This is an optimization exercise on Yosys and OpenROAD, whose aim is small area and a short achievable clock period, not a production implementation. No driver is modelled on the clock port, so clock power and skew are understated where the tree is cut down; a real chip needs a root buffer or a tree. Power and IR drop assume default switching activity.

==> 06-24 <==
Design cpu_top, start of the top module:
module cpu_top (
    input  logic                         clk,
    input  logic                         rstn,
    input  logic                         instr_valid,
    input  logic [31:0]                  instr,
    output logic                         retire_valid,
    output logic                         retire_we,
    output logic [32-1:0]         retire_pc,
    output logic [5-1:0]   retire_rd,
    output logic [32-1:0]         retire_data,
    output logic [16-1:0] retire_count
);
    logic        f_valid;
    logic [31:0] f_instr;
    always_ff @(posedge clk or negedge rstn) begin
        if (!rstn) f_valid <= 1'b0;
        else       f_valid <= instr_valid;
    end
    logic        e_we;
    logic [4:0]  e_rd;
    logic        we_nxt;
    logic        pa_fwd, pa_thru, pb_fwd, pb_thru;
    logic [3:0]  pa_lo, pb_lo;
    logic [7:0]  pa_hi, pb_hi;
    logic        f_fwd_a, f_thru_a, f_fwd_b, f_thru_b;
    logic [3:0]  f_lo_a, f_lo_b;
    logic [7:0]  f_hi_a, f_hi_b;
    rf_pre u_pre_a (
        .rs   (instr[19:15]),
        .e_we (e_we),
        .e_rd (e_rd),
        .d_we (f_valid && we_nxt),
        .d_rd (f_instr[11:7]),
        .fwd  (pa_fwd),
        .thru (pa_thru),
        .lo   (pa_lo),
        .hi   (pa_hi)
    );
    rf_pre u_pre_b (
        .rs   (instr[24:20]),
        .e_we (e_we),
        .e_rd (e_rd),
        .d_we (f_valid && we_nxt),
        .d_rd (f_instr[11:7]),
        .fwd  (pb_fwd),
        .thru (pb_thru),
        .lo   (pb_lo),
        .hi   (pb_hi)
    );
    always_ff @(posedge clk) begin
        f_instr  <= instr;
        f_fwd_a  <= pa_fwd;
        f_thru_a <= pa_thru;
  ...
export LEC_CHECK = 0
export CAP_MARGIN = 20
export CORE_MARGIN = 2
export CORE_UTILIZATION = 40
export SLEW_MARGIN = 20
export SYNTH_HIERARCHICAL = 1
create_clock -name core_clock -period 10.0 [get_ports {clk}]
standard.sh (not shown) runs the stock make flow with config.mk's settings and CLKGATE_MAP_FILE= SYNTH_SCRIPT=/design/flow/synth_recipe.tcl, a recipe that flattens the netlist after the stock synthesis.
==> flow/flow/run.sh <==
#!/bin/bash
# the standard layout, but for the clock tree, and with timing repair aimed
# below the design's period (repair_timing works until each path has
# SETUP_SLACK_MARGIN ns of slack).
#   1. standard.sh up to placement, with buf_2 as the port buffer cell
#   2. flow/cts.tcl in place of ORFS's cts step: a two-level clock tree of
#      clkbuf_16 (the clock port drives 4 roots, each root 16 leaves, each
#      leaf a compact cluster of about 20 flip-flops), then ORFS's timing
#      repair and legalisation as in its cts step
#   3. standard.sh on to the end
# each step's output goes to its own log here; ORFS's own logs are in orfs/logs.
set -euo pipefail
M=6.8
bash standard.sh SETUP_SLACK_MARGIN=$M "BUFFER_PORTS_ARGS=-buffer_cell sky130_fd_sc_hd__buf_2" place > log_1_place.log 2>&1
bash standard.sh SETUP_SLACK_MARGIN=$M vars > log_2_vars.log 2>&1
P=${FLOW_PLATFORM:-sky130hd}
(
  set +u
  source orfs/objects/$P/cpu_top/base/vars.sh
  export SCRIPTS_DIR=$FLOW_HOME/scripts
  export FLOW_CLOCK_PORT=clk
  export FLOW_CTS_LEAF_DEPTH=6
  export FLOW_CTS_ROOT_DEPTH=2
  export FLOW_CTS_LEAF_CELL=sky130_fd_sc_hd__clkbuf_16
  export FLOW_CTS_ROOT_CELL=sky130_fd_sc_hd__clkbuf_16
  openroad -no_splash -exit -metrics "$LOG_DIR/4_1_cts.json" flow/cts.tcl > "$LOG_DIR/4_1_cts.log" 2>&1
) > log_3_cts.log 2>&1
cp orfs/logs/$P/cpu_top/base/4_1_cts.log log_3_cts.log
cp orfs/results/$P/cpu_top/base/4_1_cts.odb orfs/results/$P/cpu_top/base/4_cts.odb
bash standard.sh SETUP_SLACK_MARGIN=$M finish > log_4_finish.log 2>&1
Other scripts of this flow, unchanged in this note and not shown: flow/flow/cts.tcl
==> 07-14: changes against 06-24 <==
--- a/flow/flow/run.sh
+++ b/flow/flow/run.sh
@@ -10,7 +10,7 @@
 #   3. standard.sh on to the end
 # each step's output goes to its own log here; ORFS's own logs are in orfs/logs.
 set -euo pipefail
-M=6.8
+M=7.0
 bash standard.sh SETUP_SLACK_MARGIN=$M "BUFFER_PORTS_ARGS=-buffer_cell sky130_fd_sc_hd__buf_2" place > log_1_place.log 2>&1
 bash standard.sh SETUP_SLACK_MARGIN=$M vars > log_2_vars.log 2>&1
 P=${FLOW_PLATFORM:-sky130hd}
==> insert_results.sql <==
INSERT INTO impl_metrics (metric_group, metric, value, unit) VALUES
('final_layout', 'area.share.sequential', '0.570', ''),
('timing', 'worst_slew_pin_slew', '1.14', 'ns'),
('final_layout', 'stdcell_count', '5955', ''),
('routing', 'sum_of_routed_wire_length_over_all_layers', '228', 'mm'),
('global_route', 'grt.met3_usage', '0.106', ''),
('pwr', 'share_clk_of_total_power', '0.323', ''),
('pwr', 'switching_share', '0.207', ''),
('final_layout', 'final.fill_count', '11900', ''),
('routing', 'drtPass1Iterations', '15', ''),
('final_layout', 'final-seq-area', '35400', 'sq um'),
('run_status', 'run_status', 'finished clean', ''),
('pwr', 'ir_drop', '0.151', 'mV');
[end of results for 06-24]
==> insert_results.sql <==
INSERT INTO impl_metrics (metric_group, metric, value, unit) VALUES
('final_layout', 'layout_common_cells', 'sky130_fd_sc_hd__edfxtp_1 (992), sky130_fd_sc_hd__a222oi_1 (706), sky130_fd_sc_hd__nand3_1 (280)', ''),
('run_status', 'run_status', 'finished clean', ''),
('routing', 'maxUsedRoutingLayer', 'met5', ''),
('setup_path', 'critical_path_depth', '8', ''),
('final_layout', 'area.share.sequential', '0.559', ''),
('pwr', 'switching_share', '0.207', ''),
('setup_path', 'worstSetupPathType', 'reg2reg', ''),
('pwr', 'p_leak', '0.0212', 'uW'),
('pwr', 'ir_drop', '0.153', 'mV'),
('routing', 'sum_of_routed_wire_length_over_all_layers', '233', 'mm'),
('timing', 'worst_slew_pin_slew', '1.10', 'ns'),
('final_layout', 'final.fill_count', '11700', ''),
('routing', 'drtPass1Iterations', '14', ''),
('final_layout', 'final-seq-area', '35400', 'sq um'),
('routing', 'dr_vias_cell', '7.22', ''),
('global_route', 'grt.met3_usage', '0.120', '');
[end of results for 07-14]
Function was not checked in any run of this note: the RTL went through the layout flow alone. No run of this note takes its clock network from TritonCTS; it comes from the design's own scripts or RTL.

what the ideal ports hide:
Ports are ideal in the flow. The routed layouts listed here were re-timed in OpenROAD.
Step 1 sets driving cells, clkbuf_16 on the clock port and buf_2 on the other inputs (assumed; they add their load-dependent delay and slew).
Step 2 times the ports against the registers' clock, not the clock port: input delays grow and output delays shrink by t, the midpoint of the rising clock arrivals with the driver on.
Three values: ideal, step 1, step 2; two values: the first two.
run	t (ns)	slack for setup (ns)	slew at the worst register clock pin (ns)	worst data-port slew with drivers (ns)
06-24	0.667	6.715 / 6.622 / 6.498	0.11 / 0.11	0.18
07-14	0.682	6.769 / 6.631 / 6.555	0.11 / 0.11	0.20
After both steps every run listed still meets setup and hold. For 06-24, which loses most, drivers alone change the setup slack by -0.093 ns; drivers and shift together by -0.217 ns.
